Context: an optimization exercise on an open-source flow, tuned for small area, a short achievable clock period and few clock cycles. The choices shown serve that exercise and are no tape-out recipe. Only simulation tests tie the RTL to the original design; equivalence was not proved. Power figures rest on the tool's default switching activity, not on a simulated workload.

`design.v`:
```
package PECfg;
    localparam int PixWd = 8;
    localparam int PsumWd = 20;
    typedef logic signed [PixWd-1:0] Pix;
    typedef logic signed [PsumWd-1:0] Psum;
    localparam int DefMaxFiltW = 4;
    localparam int DefMaxOutW = 16;
    localparam int DefMaxCh = 4;
endpackage
package PECtlCfg;
    typedef enum logic [2:0] {
        StIdle,
        StLoad,
        StCompute,
        StFlush,
        StDrain
    } CtlState;
    typedef enum logic {
        PsumZero,
        PsumRead
    } PsumInit;
endpackage
`timescale 1ns/1ps
module PadMem #(
    parameter int Depth = 16,
    parameter int Wd    = 8
) (
    input  logic                     i_clk,
    input  logic                     i_wrEn,
    input  logic [$clog2(Depth)-1:0] i_wrAddr,
    input  logic [Wd-1:0]            i_wrData,
    input  logic [$clog2(Depth)-1:0] i_rdAddr,
    output logic [Wd-1:0]            o_rdData
);
    logic [Wd-1:0] mem [Depth];
    logic [Wd-1:0] rdData;
    always_ff @(posedge i_clk) begin
        if (i_wrEn) begin
            mem[i_wrAddr] <= i_wrData;
        end
    end
    always_ff @(posedge i_clk) begin
        rdData <= mem[i_rdAddr];
    end
    assign o_rdData = rdData;
endmodule
`timescale 1ns/1ps
module DataPathController #(
    parameter int MaxFiltW = PECfg::DefMaxFiltW,
    parameter int MaxOutW  = PECfg::DefMaxOutW,
    parameter int MaxCh    = PECfg::DefMaxCh,
    localparam int FiltWd  = $clog2(MaxFiltW + 1),
    localparam int OutWd   = $clog2(MaxOutW + 1),
    localparam int ChWd    = $clog2(MaxCh + 1),
    localparam int IpDepth = MaxCh * (MaxOutW + MaxFiltW - 1),
    localparam int WpDepth = MaxCh * MaxFiltW,
    localparam int IpAw    = $clog2(IpDepth),
    localparam int WpAw    = $clog2(WpDepth),
    localparam int PpAw    = $clog2(MaxOutW)
) (
    input  logic                i_clk,
    input  logic                i_rstN,
    input  logic                i_start,
    input  logic [FiltWd-1:0]   i_filtW,
    input  logic [OutWd-1:0]    i_outW,
    input  logic [ChWd-1:0]     i_numCh,
    input  logic                i_ipixValid,
    input  logic                i_wpixValid,
    output logic                o_loading,
    output logic                o_ipWrEn,
    output logic                o_wpWrEn,
    output logic [IpAw-1:0]     o_ipWrAddr,
    output logic [WpAw-1:0]     o_wpWrAddr,
    output logic [IpAw-1:0]     o_ipRdAddr,
    output logic [WpAw-1:0]     o_wpRdAddr,
    output logic [PpAw-1:0]     o_ppRdAddr,
    output logic [PpAw-1:0]     o_ppWrAddr,
    output logic                o_FS_valid,
    output logic                o_MS_valid,
    output logic                o_SS_valid,
    output logic                o_SS_fstpix,
    output logic                o_SS_last,
    output PECtlCfg::PsumInit   o_SS_init,
    output logic                o_drainValid,
    output logic                o_done
);
    localparam int IpCntWd = $clog2(IpDepth + 1);
    localparam int WpCntWd = $clog2(WpDepth + 1);
    PECtlCfg::CtlState state;
    logic [FiltWd-1:0] filtW;
    logic [OutWd-1:0]  outW;
    logic [ChWd-1:0]   numCh;
    logic [IpCntWd-1:0] ipCnt, ipCntNx, ipTotal, rowLen, ipRdFull;
    logic [WpCntWd-1:0] wpCnt, wpCntNx, wpTotal, wpRdFull;
    logic               loadDone;
    logic [ChWd-1:0]   chCnt;
    logic [FiltWd-1:0] tapCnt;
    logic [OutWd-1:0]  xCnt;
    logic              xLast, tapLast, chLast, firstTap, issue, issueLast;
    logic              fsValid, msValid, ssValid;
    logic              fsFst, msFst, ssFst;
    logic              fsLast, msLast, ssLast;
    logic [PpAw-1:0]   fsIdx, msIdx, ssIdx;
    PECtlCfg::PsumInit fsInit;
    logic doneD1, doneR;
    assign rowLen  = IpCntWd'(outW) + IpCntWd'(filtW) - IpCntWd'(1);
    assign ipTotal = IpCntWd'(numCh) * rowLen;
    assign wpTotal = WpCntWd'(numCh) * WpCntWd'(filtW);
    assign o_loading = (state == PECtlCfg::StLoad);
    assign o_ipWrEn = o_loading && i_ipixValid && ipCnt != ipTotal;
    assign o_wpWrEn = o_loading && i_wpixValid && wpCnt != wpTotal;
    assign ipCntNx = ipCnt + IpCntWd'(o_ipWrEn);
    assign wpCntNx = wpCnt + WpCntWd'(o_wpWrEn);
    assign loadDone = o_loading && (ipCntNx == ipTotal) && (wpCntNx == wpTotal);
    assign o_ipWrAddr = ipCnt[IpAw-1:0];
    assign o_wpWrAddr = wpCnt[WpAw-1:0];
    assign xLast     = (xCnt == outW - OutWd'(1));
    assign tapLast   = (tapCnt == filtW - FiltWd'(1));
    assign chLast    = (chCnt == numCh - ChWd'(1));
    assign firstTap  = (chCnt == '0) && (tapCnt == '0);
    assign issue     = (state == PECtlCfg::StCompute);
    assign issueLast = xLast && tapLast && chLast;
    assign ipRdFull = IpCntWd'(chCnt) * rowLen + IpCntWd'(xCnt) + IpCntWd'(tapCnt);
    assign wpRdFull = WpCntWd'(chCnt) * WpCntWd'(filtW) + WpCntWd'(tapCnt);
    assign o_ipRdAddr = ipRdFull[IpAw-1:0];
    assign o_wpRdAddr = wpRdFull[WpAw-1:0];
    assign o_ppRdAddr = xCnt[PpAw-1:0];
    always_ff @(posedge i_clk) begin
        if (state == PECtlCfg::StIdle && i_start) begin
            filtW <= i_filtW;
            outW  <= i_outW;
            numCh <= i_numCh;
        end
    end
    always_ff @(posedge i_clk) begin
        if (!i_rstN) begin
            state  <= PECtlCfg::StIdle;
            ipCnt  <= '0;
            wpCnt  <= '0;
            chCnt  <= '0;
            tapCnt <= '0;
            xCnt   <= '0;
        end else begin
            case (state)
                PECtlCfg::StIdle: begin
                    if (i_start) begin
                        ipCnt <= '0;
                        wpCnt <= '0;
                        state <= PECtlCfg::StLoad;
                    end
                end
                PECtlCfg::StLoad: begin
                    ipCnt <= ipCntNx;
                    wpCnt <= wpCntNx;
                    if (loadDone) begin
                        chCnt  <= '0;
                        tapCnt <= '0;
                        xCnt   <= '0;
                        state  <= PECtlCfg::StCompute;
                    end
                end
                PECtlCfg::StCompute: begin
                    if (xLast) begin
                        xCnt <= '0;
                        if (tapLast) begin
                            tapCnt <= '0;
                            chCnt  <= chCnt + ChWd'(1);
                        end else begin
                            tapCnt <= tapCnt + FiltWd'(1);
                        end
                    end else begin
                        xCnt <= xCnt + OutWd'(1);
                    end
                    if (issueLast) begin
                        state <= PECtlCfg::StDrain;
                    end
                end
                PECtlCfg::StDrain: begin
                    xCnt <= xLast ? '0 : xCnt + OutWd'(1);
                    if (xLast) begin
                        state <= PECtlCfg::StIdle;
                    end
                end
                default: state <= PECtlCfg::StIdle;
            endcase
        end
    end
    always_ff @(posedge i_clk) begin
        if (!i_rstN) begin
            fsValid <= 1'b0;
            msValid <= 1'b0;
            ssValid <= 1'b0;
            fsFst   <= 1'b0;
            msFst   <= 1'b0;
            ssFst   <= 1'b0;
            fsLast  <= 1'b0;
            msLast  <= 1'b0;
            ssLast  <= 1'b0;
            doneD1  <= 1'b0;
            doneR   <= 1'b0;
        end else begin
            fsValid <= issue;
            fsFst   <= issue && firstTap;
            fsLast  <= issue && issueLast;
            msValid <= fsValid;
            msFst   <= fsFst;
            msLast  <= fsLast;
            ssValid <= msValid;
            ssFst   <= msFst;
            ssLast  <= msLast;
            doneD1  <= o_drainValid && xLast;
            doneR   <= doneD1;
        end
    end
    always_ff @(posedge i_clk) begin
        fsIdx  <= xCnt[PpAw-1:0];
        fsInit <= firstTap ? PECtlCfg::PsumZero : PECtlCfg::PsumRead;
        msIdx  <= fsIdx;
        ssIdx  <= msIdx;
    end
    assign o_FS_valid   = fsValid;
    assign o_MS_valid   = msValid;
    assign o_SS_valid   = ssValid;
    assign o_SS_fstpix  = ssFst;
    assign o_SS_last    = ssLast;
    assign o_SS_init    = fsInit;
    assign o_ppWrAddr   = ssIdx;
    assign o_drainValid = (state == PECtlCfg::StDrain);
    assign o_done       = doneR;
endmodule
`timescale 1ns/1ps
module MacPipe (
    input  logic              i_clk,
    input  logic              i_rstN,
    input  logic              i_FS_valid,
    input  logic              i_MS_valid,
    input  PECtlCfg::PsumInit i_SS_init,
    input  PECfg::Pix         i_ipix,
    input  PECfg::Pix         i_wpix,
    input  PECfg::Psum        i_ppRd,
    output PECfg::Psum        o_ssSum
);
    logic signed [2*PECfg::PixWd-1:0] prod;
    PECfg::Psum        msProd;
    PECfg::Psum        msPsum;
    PECtlCfg::PsumInit msInit;
    PECfg::Psum base;
    PECfg::Psum ssSum;
    assign prod = i_ipix * i_wpix;
    always_ff @(posedge i_clk) begin
        if (i_FS_valid) begin
            msProd <= PECfg::Psum'(prod);
            msPsum <= i_ppRd;
        end
    end
    always_ff @(posedge i_clk) begin
        if (!i_rstN) begin
            msInit <= PECtlCfg::PsumZero;
        end else if (i_FS_valid) begin
            msInit <= i_SS_init;
        end
    end
    assign base = (msInit == PECtlCfg::PsumZero) ? '0 : msPsum;
    always_ff @(posedge i_clk) begin
        if (i_MS_valid) begin
            ssSum <= base + msProd;
        end
    end
    assign o_ssSum = ssSum;
endmodule
`timescale 1ns/1ps
module ProcessingElement #(
    parameter int MaxFiltW = PECfg::DefMaxFiltW,
    parameter int MaxOutW  = PECfg::DefMaxOutW,
    parameter int MaxCh    = PECfg::DefMaxCh
) (
    input  logic                         i_clk,
    input  logic                         i_rstN,
    input  logic                         i_start,
    input  logic [$clog2(MaxFiltW+1)-1:0] i_filtW,
    input  logic [$clog2(MaxOutW+1)-1:0]  i_outW,
    input  logic [$clog2(MaxCh+1)-1:0]    i_numCh,
    input  logic                         i_ipixValid,
    input  PECfg::Pix                    i_ipix,
    input  logic                         i_wpixValid,
    input  PECfg::Pix                    i_wpix,
    output logic                         o_fwdValid,
    output PECfg::Pix                    o_fwdPix,
    output logic                         o_psumValid,
    output PECfg::Psum                   o_psum,
    output logic                         o_done
);
    localparam int IpDepth = MaxCh * (MaxOutW + MaxFiltW - 1);
    localparam int WpDepth = MaxCh * MaxFiltW;
    localparam int PpDepth = MaxOutW;
    localparam int IpAw    = $clog2(IpDepth);
    localparam int WpAw    = $clog2(WpDepth);
    localparam int PpAw    = $clog2(PpDepth);
    logic [IpAw-1:0] ipWrAddr, ipRdAddr;
    logic [WpAw-1:0] wpWrAddr, wpRdAddr;
    logic [PpAw-1:0] ppWrAddr, ppRdAddr;
    logic              loading, ipWrEn, wpWrEn, fsValid, msValid, ssValid, drainValid;
    PECtlCfg::PsumInit ssInit;
    PECfg::Pix  ipRd, wpRd;
    PECfg::Psum ppRd, ssSum;
    logic      fwdValid, psumValid;
    PECfg::Pix fwdPix;
    DataPathController #(
        .MaxFiltW (MaxFiltW),
        .MaxOutW  (MaxOutW),
        .MaxCh    (MaxCh)
    ) ctl0 (
        .i_clk        (i_clk),
        .i_rstN       (i_rstN),
        .i_start      (i_start),
        .i_filtW      (i_filtW),
        .i_outW       (i_outW),
        .i_numCh      (i_numCh),
        .i_ipixValid  (i_ipixValid),
        .i_wpixValid  (i_wpixValid),
        .o_loading    (loading),
        .o_ipWrEn     (ipWrEn),
        .o_wpWrEn     (wpWrEn),
        .o_ipWrAddr   (ipWrAddr),
        .o_wpWrAddr   (wpWrAddr),
        .o_ipRdAddr   (ipRdAddr),
        .o_wpRdAddr   (wpRdAddr),
        .o_ppRdAddr   (ppRdAddr),
        .o_ppWrAddr   (ppWrAddr),
        .o_FS_valid   (fsValid),
        .o_MS_valid   (msValid),
        .o_SS_valid   (ssValid),
        .o_SS_fstpix  (),
        .o_SS_last    (),
        .o_SS_init    (ssInit),
        .o_drainValid (drainValid),
        .o_done       (o_done)
    );
    PadMem #(.Depth(IpDepth), .Wd(PECfg::PixWd)) ipad0 (
        .i_clk    (i_clk),
        .i_wrEn   (ipWrEn),
        .i_wrAddr (ipWrAddr),
        .i_wrData (i_ipix),
        .i_rdAddr (ipRdAddr),
        .o_rdData (ipRd)
    );
    PadMem #(.Depth(WpDepth), .Wd(PECfg::PixWd)) wpad0 (
        .i_clk    (i_clk),
        .i_wrEn   (wpWrEn),
        .i_wrAddr (wpWrAddr),
        .i_wrData (i_wpix),
        .i_rdAddr (wpRdAddr),
        .o_rdData (wpRd)
    );
    PadMem #(.Depth(PpDepth), .Wd(PECfg::PsumWd)) ppad0 (
        .i_clk    (i_clk),
        .i_wrEn   (ssValid),
        .i_wrAddr (ppWrAddr),
        .i_wrData (ssSum),
        .i_rdAddr (ppRdAddr),
        .o_rdData (ppRd)
    );
    MacPipe mac0 (
        .i_clk      (i_clk),
        .i_rstN     (i_rstN),
        .i_FS_valid (fsValid),
        .i_MS_valid (msValid),
        .i_SS_init  (ssInit),
        .i_ipix     (ipRd),
        .i_wpix     (wpRd),
        .i_ppRd     (ppRd),
        .o_ssSum    (ssSum)
    );
    always_ff @(posedge i_clk) begin
        if (!i_rstN) begin
            fwdValid  <= 1'b0;
            psumValid <= 1'b0;
        end else begin
            fwdValid  <= i_ipixValid;
            psumValid <= drainValid;
        end
    end
    always_ff @(posedge i_clk) begin
        fwdPix <= i_ipix;
    end
    assign o_fwdValid  = fwdValid;
    assign o_fwdPix    = fwdPix;
    assign o_psumValid = psumValid;
    assign o_psum      = ppRd;
endmodule
```
`run.sh`:
```
#!/bin/bash
# synth_recipe.tcl (not shown) runs the flow's synth.tcl, then flattens the netlist and writes it again
# the make line also repeats each setting of config.mk as NAME=value (left out here)
make -C /OpenROAD-flow-scripts/flow DESIGN_CONFIG=/design/flow/config.mk WORK_HOME=/design/flow/orfs CLKGATE_MAP_FILE= SYNTH_SCRIPT=/design/flow/synth_recipe.tcl finish
```
`config.mk`:
```
export PLATFORM = sky130hd
export DESIGN_NAME = ProcessingElement
export DESIGN_NICKNAME = ProcessingElement
export VERILOG_FILES = /design/flow/design.v
export SDC_FILE = /design/flow/constraint.sdc
export NUM_CORES = 4
export LEC_CHECK = 0
export CAP_MARGIN = 20
export CORE_MARGIN = 2
export CORE_UTILIZATION = 40
export SLEW_MARGIN = 20
```
`constraint.sdc`:
```
create_clock -name core_clock -period 8.0 [get_ports {i_clk}]
set_input_delay 1.6000 -clock core_clock [delete_from_list [all_inputs] [get_ports {i_clk}]]
set_output_delay 1.6000 -clock core_clock [all_outputs]
set_load 0.01 [all_outputs]
```
==> summary.txt <==
-- synthesized netlist by cell type, types with 4 or more instances --
library cell / n / area (um^2)
a21o_1: 13 / 97.6
a21oi_1: 44 / 220
a22oi_1: 4 / 30.0
a31oi_1: 4 / 25.0
and2_1: 82 / 513
and3_1: 6 / 37.5
buf_1: 21 / 78.8
buf_2: 15 / 75.1
clkbuf_1: 65 / 244
dfxtp_1: 91 / 1820
edfxtp_1: 1123 / 33700
fa_1: 77 / 1540
ha_1: 89 / 1110
inv_1: 122 / 458
mux2i_1: 11 / 110
mux4_2: 332 / 7480
nand2_1: 78 / 293
nand2b_1: 19 / 119
nand3_1: 22 / 110
nand3b_1: 6 / 45.0
nor2_1: 175 / 657
nor2b_1: 20 / 125
nor3_1: 26 / 130
o21a_1: 9 / 67.6
o21ai_0: 30 / 150
xnor2_1: 74 / 648
xor2_1: 23 / 201
-- power by group through the flow --
stage	sequential [uW]	combinational, uW	clock [uW]
detailed placement	7110	882	0
finish	6980	870	6000
CTS	6980	890	6130
floorplan	7100	631	0
global placement	7110	867	0
global route	6970	999	6380
-- sequential cells by signal, indices dropped and copies added (netlist names), 7 cells and up --
signal,cells
ctl0.ipCnt,7
wpad0.mem,128
ipad0.mem,608
ipad0.rdData,8
mac0.ssSum,20
fwdPix,8
wpad0.rdData,8
mac0.msPsum,20
mac0.msProd,16
ppad0.mem,320
ppad0.rdData,20
-- metrics by stage --
| stage | setup WS (ps) | power [uW] | instance area, um^2 |
|---|---|---|---|
| floorplan | 1770 | 7730 | 50600 |
| finish | 966 | 13800 | 57700 |
| global route | 606 | 14400 | 57700 |
| detailed placement | 1060 | 7990 | 53400 |
| CTS | 1050 | 14000 | 57700 |
| global placement | 1110 | 7980 | 53400 |
-- worst max path at each step --
stage,endpoint,cells after the start
6_report,ctl0.xCnt[3]$_SDFFE_PN0P_,25
5_1_grt,ctl0.xCnt[3]$_SDFFE_PN0P_,28
4_1_cts,ctl0.xCnt[3]$_SDFFE_PN0P_,25
3_5_place_dp,ctl0.xCnt[3]$_SDFFE_PN0P_,25
3_3_place_gp,ctl0.xCnt[3]$_SDFFE_PN0P_,28
2_1_floorplan,ipad0.rdData[0]$_DFF_P_,18
-- area by class of cell --
cell class / instances / area share [%]
clock buffers: 173 / 6.15
clock inverters: 64 / 1.31
repair buffers: 112 / 1.72
well taps: 1650 / 3.58
inverters: 124 / 0.807
multi-input cells: 1198 / 24.8
flip-flops and latches: 1214 / 61.6
-- critical path, delay by kind of cell, from the launching register on --
kind            cells  cell delay [ps]
fa+ha+maj           6             2140
xor+xnor            6             1600
simple gates        6             1440
compound gates      5              910
flops               1              520
buf+inv             2              250
-- layer usage --
| layer | global-route usage [%] | part of all wire [%] |
|---|---|---|
| met2 | 29.0 | 49 |
| met1 | 24.3 | 43 |
| met3 | 3.03 | 6.1 |
| met5 | 0 | 0 |
| met4 | 5.73 | 2.5 |
-- logic make-up after synthesis --
family | after synthesis | synth area share, %
xor+xnor | 99 | 1.76
simple gates | 459 | 4.39
flops | 1214 | 70.2
mux | 344 | 15.0
fa+ha+maj | 166 | 5.25
compound gates | 130 | 1.63
buf+inv | 226 | 1.73
==> impl_metrics.yaml <==
sta:
  fin_crit_ps: 7030
  slew_violations: 0
  setup_violations: 0
  rsz0062_at_grt: "false"
  clock.fmax_mhz: 142
  whs_ps: 325
  maxSlewHeadroom_pct: 28.8
  tns_ps: 0
  post-route-period-util_pct: 87.9
  skew_ps: 36.9
  worstMarginPinSlew_ps: 1070
  hold_violations: 0
pwr:
  internal_power_uw: 10800
  vdd_ir_drop_max_mv: 0.279
  seqPwrFrac_pct: 50.4
  p_sw_share_pct: 21.7
  power_density_nw_per_um2: 240
  power.share.clock_pct: 43.3
  combPwrFrac_pct: 6.3
  p_leak_uw: 0.0185
  switchingPower_uw: 3010
setup_path:
  crit_type: "reg -> reg"
  worst_setup_path_start_kind: "flop"
  crit_slowest_cell: "fa_1"
  critical_path_arrival_ps: 7630
  r2r_setup_slack_ps: 970
  critPathLaunch: "ctl0.filtW[0]$_DFFE_PP_"
  endpoint_kind: "flop"
  reg2reg_to: "ctl0.xCnt[3]$_SDFFE_PN0P_"
  required_ps: 8600
  worstRegToRegCells: 25
  worstPathMaxFanout: 11
  max_stage_delay_ps: 560
  reg2reg_from: "ctl0.filtW[0]$_DFFE_PP_"
die:
  rows: 130
  io_pins: 63
  die_x_um: 360
  start_util_pct: 40.3
  die_h_um: 360
  dieArea_um2: 129000
  core_area_um2: 126000
routing:
  routed_wl_mm: 114
  remaining_drc_errors: 0
  vias_per_cell: 5.45
  ant_nets: 0
  routedWlPerCell_um: 25.2
  drt-pass1-iter-count: 5
  vias: 24728
  drt_iter0_drc: 2373
logic_synthesis:
  netlist_area_um2: 50600
  ys_seq_elements: 1214
  ys.flop_type: "edfxtp_1"
  synth.distinct_cells: 67
  yosys_warnings: 6
  ys_seq_area_share_pct: 70.2
  avgSynthCellArea_um2: 19.2
  synthesis.nets: 2836
  synth_cells: 2638
  async_flop_share_pct: 0
  synth-edff-count: 1123
placement:
  io_buffers: 62
  placedCellCount: 4298
  dp_hpwl_mm: 70.0
  gp_congestion: 0.837
global_route:
  grt_max_degree: 78
  grt_antenna_before_repair: 4
  grt_usage_pct: 17.7
  grt.overflow.total: 0
  grt_pass1_vias: 25940
  grt_pass1_wl_mm: 170
flow_run:
  maxCapViolations: 0
final_layout:
  fillCellCount: 10446
  layout_common_cells: "1123 x edfxtp_1, 332 x mux4_2, 163 x nor2_1"
  drive_gt1_share_pct: 21.3
  final_common_cell: "edfxtp_1"
  final_core_util_pct: 46.0
  antenna_cells: 0
  stdcell_count: 4535
  multiInputGateArea_um2: 14300
  area_growth_pct: 14.0
  regArea_um2: 35600
  fin_nets: 2978
clocking:
  htreeDepth: 4
  cts-root-buf: "clkbuf_16"
  cts_hold_buf: 0
  numCtsBuffers: 130
  clock-sinks: 1214
  cts_tree: "built"
  clock_latency_ps: 770
  clk_pin_slew_ps: 60
  cts_setup_buffers: 0
  cts_resized: 0
  clockBufferDepth: 3
outcome:
  status: "finished clean"
worst_hold_path:
  hold_end: "ctl0.msIdx[0]$_DFF_P_"
  hp-class: "reg -> reg"
  hold_depth: 0
  min-delay-start: "ctl0.fsIdx[0]$_DFF_P_"
Testbench counts, summed over its fixed seeds: cycles 21,446.

[what the ideal ports hide]
How much do the figures lean on ideal ports? The routed layout below was timed once more, with nothing changed but the port constraints.
Step 1 (the two cells are an assumption about what drives the block):
set clk [get_ports {i_clk}]
set_driving_cell -lib_cell sky130_fd_sc_hd__clkbuf_16 $clk
set_driving_cell -lib_cell sky130_fd_sc_hd__buf_2 [delete_from_list [all_inputs] $clk]
Step 2 adds t to the input delays and takes it off the output delays; t is the mean of the earliest and latest rising clock arrival at the registers after step 1. Input paths then give back, and output paths get back, about the clock's delay inside the block.
Three values: ideal ports, drivers, drivers and shift; two values: the first two.
t, ns: 0.820
setup slack, ns: 0.966 / 0.966 / 0.966
slew at the worst register clock pin (ns): 0.06 / 0.06
After both steps this run still meets setup and hold. For this run, drivers alone change the setup slack by 0.000 ns; drivers and shift together by 0.000 ns.
